This is an optimization exercise on Yosys and OpenROAD, whose aim is small area, a short achievable clock period and few clock cycles per item, not a production implementation.
The RTL was checked by simulation tests, not by an equivalence proof against the original design.
No activity file was given, so power comes from the tool's default toggle rates.

## old
## differential_temp_fan_stepper_core
module differential_temp_fan_stepper_core
(
    input  wire logic        clk,
    input  wire logic        rst_n,
    input  wire logic        sensor_valid,
    output logic             sensor_ready,
    input  wire logic [15:0] sensor_sample_a,
    input  wire logic [15:0] sensor_sample_b,
    output logic             status_valid,
    input  wire logic        status_ready,
    output logic [2:0]       status_fan_level,
    output logic             status_level_changed,
    output logic             status_compared,
    output logic [14:0]      status_average_difference,
    output logic             status_relay_low_cap,
    output logic             status_relay_high_cap,
    output logic             status_main_relay,
    input  wire logic        cfg_valid,
    output logic             cfg_ready,
    input  wire logic [3:0]  cfg_index,
    input  wire logic [15:0] cfg_data
);
clock: 8.0 ns
lec_check: 0
abc_area: 1
cap_margin: 20
core_margin: 2
core_utilization: 40
cts_cluster_diameter: 120
cts_cluster_size: 22
setup_slack_margin: 5
slew_margin: 20
synth_hierarchical: 1
standard.sh (not shown) runs the stock make flow with config.mk's settings and CLKGATE_MAP_FILE= SYNTH_SCRIPT=/design/flow/synth_recipe.tcl, a recipe that flattens the netlist after the stock synthesis.
==> flow/flow/run.sh <==
#!/bin/bash
# Layout flow: the standard flow (standard.sh, synthesis to finish),
# unchanged except that buffer_ports builds the input and output port
# buffers from sky130_fd_sc_hd__buf_2 rather than the cell it picks itself.
# standard.sh's full output is kept in standard.log in this folder.
set -e
export BUFFER_PORTS_ARGS="-buffer_cell sky130_fd_sc_hd__buf_2"
bash standard.sh > standard.log 2>&1
old: done, clean on timing, DRC and antenna
Testbench counts of old, summed over its fixed seeds: cycles 16,040, items 16,000.
The following lists how new was set up differently from old:
--- a/flow/design.v
+++ b/flow/design.v
@@ -263,19 +263,17 @@
     logic [DSUM_W+3:0]   skid_reg;      
     logic                sh_pend_next;
     logic                pend_next;
     logic                skid_v_next;
     logic                w_neg;
     logic [DSUM_W-2:0]   w_y;
     logic [3:0]          w_rb;
     logic                e_v_reg;
-    logic [DSUM_W+3:0]   e_in;          
-    logic [2:0]          e_r8;          
-    logic [DSUM_W+6:0]   e_reg;
+    logic [DSUM_W+3:0]   e_reg;
     logic                e_neg;
     logic [3:0]          e_rb;
     logic [DSUM_W-2:0]   y;
     logic [SAMPLE_W-1:0] quot;
     logic                inc;
     logic                q_v_reg;
     logic [SAMPLE_W-1:0] q_reg;
     logic                q_inc_reg;
@@ -347,29 +345,24 @@
                 e_v_reg <= skid_v_reg || pend_reg;
         end
     end
     always_ff @(posedge clk)
     begin
         if (!skid_v_reg || adv)
             skid_reg <= {w_neg, w_y, w_rb};
         if (adv)
-            e_reg <= {e_in, e_r8};
+            e_reg <= skid_v_reg ? skid_reg : {w_neg, w_y, w_rb};
     end
-    assign e_in = skid_v_reg ? skid_reg : {w_neg, w_y, w_rb};
-    assign e_r8 = dtfs_pkg::oh_enc5(dtfs_pkg::oh_add5(dtfs_pkg::oh_mod5({2'b00, e_in[DSUM_W+2:DSUM_W+1]}),
-                                                      dtfs_pkg::oh_add5(dtfs_pkg::oh_mod5(e_in[DSUM_W:DSUM_W-3]),
-                                                                        dtfs_pkg::oh_mod5(e_in[DSUM_W-4:DSUM_W-7]))));
-    assign e_neg = e_reg[DSUM_W+6];
-    assign y     = e_reg[DSUM_W+5:7];
-    assign e_rb  = e_reg[6:3];
+    assign e_neg = e_reg[DSUM_W+3];
+    assign y     = e_reg[DSUM_W+2:4];
+    assign e_rb  = e_reg[3:0];
     dtfs_div10 u_div10 (
         .neg  (e_neg),
         .y    (y),
-        .r8   (dtfs_pkg::oh_dec5(e_reg[2:0])),
         .rb   (e_rb),
         .quot (quot),
         .inc  (inc)
     );
     always_ff @(posedge clk or negedge rst_n)
     begin
         if (!rst_n)
             q_v_reg <= 1'b0;
@@ -459,32 +452,44 @@
     assign status_fan_level          = level_reg;
     assign status_level_changed      = out_chg_reg;
     assign status_compared           = out_cmp_reg;
     assign status_average_difference = out_diff_reg;
     assign status_relay_low_cap      = cap_reg[0];
     assign status_relay_high_cap     = cap_reg[1];
     assign status_main_relay         = main_reg;
 endmodule
+import dtfs_pkg::*;
 module dtfs_div10
 (
     input  wire logic                neg,
     input  wire logic [DSUM_W-2:0]   y,
-    input  wire logic [4:0]          r8,        
     input  wire logic [3:0]          rb,
     output logic [SAMPLE_W-1:0]      quot,
     output logic                     inc
 );
-    logic [4:0]  r [DSUM_W-1];      
-    logic [17:0] q;
-    always_comb
-    begin
-        r[18] = 5'b00001;
-        for (int i = 17; i >= 0; i--)
-        begin
-            q[i] = dtfs_pkg::q_step((i == 7) ? r8 : r[i+1], y[i+1]);
-            r[i] = dtfs_pkg::oh_step((i == 7) ? r8 : r[i+1], y[i+1]);
-        end
-    end
-    assign quot = q[SAMPLE_W-1:0];
-    assign inc  = |(r[0] & dtfs_pkg::inc_mask(neg, y[0], rb));
+    logic [4:0]  m3;        
+    logic [4:0]  m2;
+    logic [4:0]  m1;
+    logic [4:0]  m0;
+    logic [4:0]  r3;        
+    logic [4:0]  r2;
+    logic [4:0]  r1;
+    logic [4:0]  r0;
+    logic [4:0]  rf;        
+    logic [3:0]  q3;
+    assign m3 = dtfs_pkg::oh_mod5(y[16:13]);
+    assign m2 = dtfs_pkg::oh_mod5(y[12:9]);
+    assign m1 = dtfs_pkg::oh_mod5(y[8:5]);
+    assign m0 = dtfs_pkg::oh_mod5(y[4:1]);
+    assign r3 = dtfs_pkg::oh_mod5({2'b00, y[18:17]});
+    assign r2 = dtfs_pkg::oh_add5(r3, m3);
+    assign r1 = dtfs_pkg::oh_add5(r3, dtfs_pkg::oh_add5(m3, m2));
+    assign r0 = dtfs_pkg::oh_add5(r2, dtfs_pkg::oh_add5(m2, m1));
+    assign rf = dtfs_pkg::oh_add5(r1, dtfs_pkg::oh_add5(m1, m0));
+    assign q3 = dtfs_pkg::div5_digit(r3, y[16:13]);
+    assign quot = {q3[2:0],
+                   dtfs_pkg::div5_digit(r2, y[12:9]),
+                   dtfs_pkg::div5_digit(r1, y[8:5]),
+                   dtfs_pkg::div5_digit(r0, y[4:1])};
+    assign inc = |(rf & dtfs_pkg::inc_mask(neg, y[0], rb));
 endmodule
 `default_nettype wire
==> comparison <==
- new was carried through to the last stage, and its layout satisfied the timing, design-rule and antenna checks.
- Taking old as the reference, in new buffers plus inverters on the worst setup path rose 3; post-route fraction of the period consumed by the critical path fell 0.62 points.
- [new] final cell count rose 6.7% relative to old
- On new: worst setup slack is 50 ps higher than what old gave.
- Sort old and new by combinational power, descending, and new comes first.
- Number of enable-type register cells in the synthesized netlist was higher in the run labelled old.
- Compared old against new; clock slew at the register clock pins of the worst setup and hold paths within noise.
- Via count, old and new: larger value in new
- Measured against each other, old and new differ in count of multi-input gates, the lower figure coming from old.
- Between new and old, the post-layout utilization of the core does not differ in any meaningful way.
- Changes observed in new relative to old: buffers inserted during post-CTS setup optimization dropped 1, overall power consumption climbed 0.00012 W, number of placed cells counting well taps climbed 6.8%.
- sensor_sample_b[15] as the beginning of the critical path was reported by new, and cfg_index[3] by old.
Testbench counts of new, summed over its fixed seeds: cycles 16,040, items 16,000.

## re-timing with driven ports
The results above use ideal ports. As a check the final layouts listed here were re-extracted and re-timed, cells and wires unchanged. Step 1 (the two cells are an assumption about what drives the block):
set clk [get_ports {clk}]
set_driving_cell -lib_cell sky130_fd_sc_hd__clkbuf_16 $clk
set_driving_cell -lib_cell sky130_fd_sc_hd__buf_2 [delete_from_list [all_inputs] $clk]
Step 2 times the ports against the registers' clock, not the clock port: input delays grow and output delays shrink by t, the midpoint of the rising clock arrivals with the driver on. a / b / c = no drivers / after step 1 / after step 2; a / b = the first two.
| run | t (ns) | setup WS [ns] | worst slew at a driven data input, ns | pins driven straight from the clock port |
|---|---|---|---|---|
| old | 0.601 | 5.116 / 5.141 / 4.540 | 0.05 | 1 |
| new | 0.601 | 5.166 / 5.175 / 4.597 | 0.04 | 1 |
After both steps every run listed still meets setup and hold. For old, which loses most, drivers alone change the setup slack by +0.025 ns; drivers and shift together by -0.576 ns.
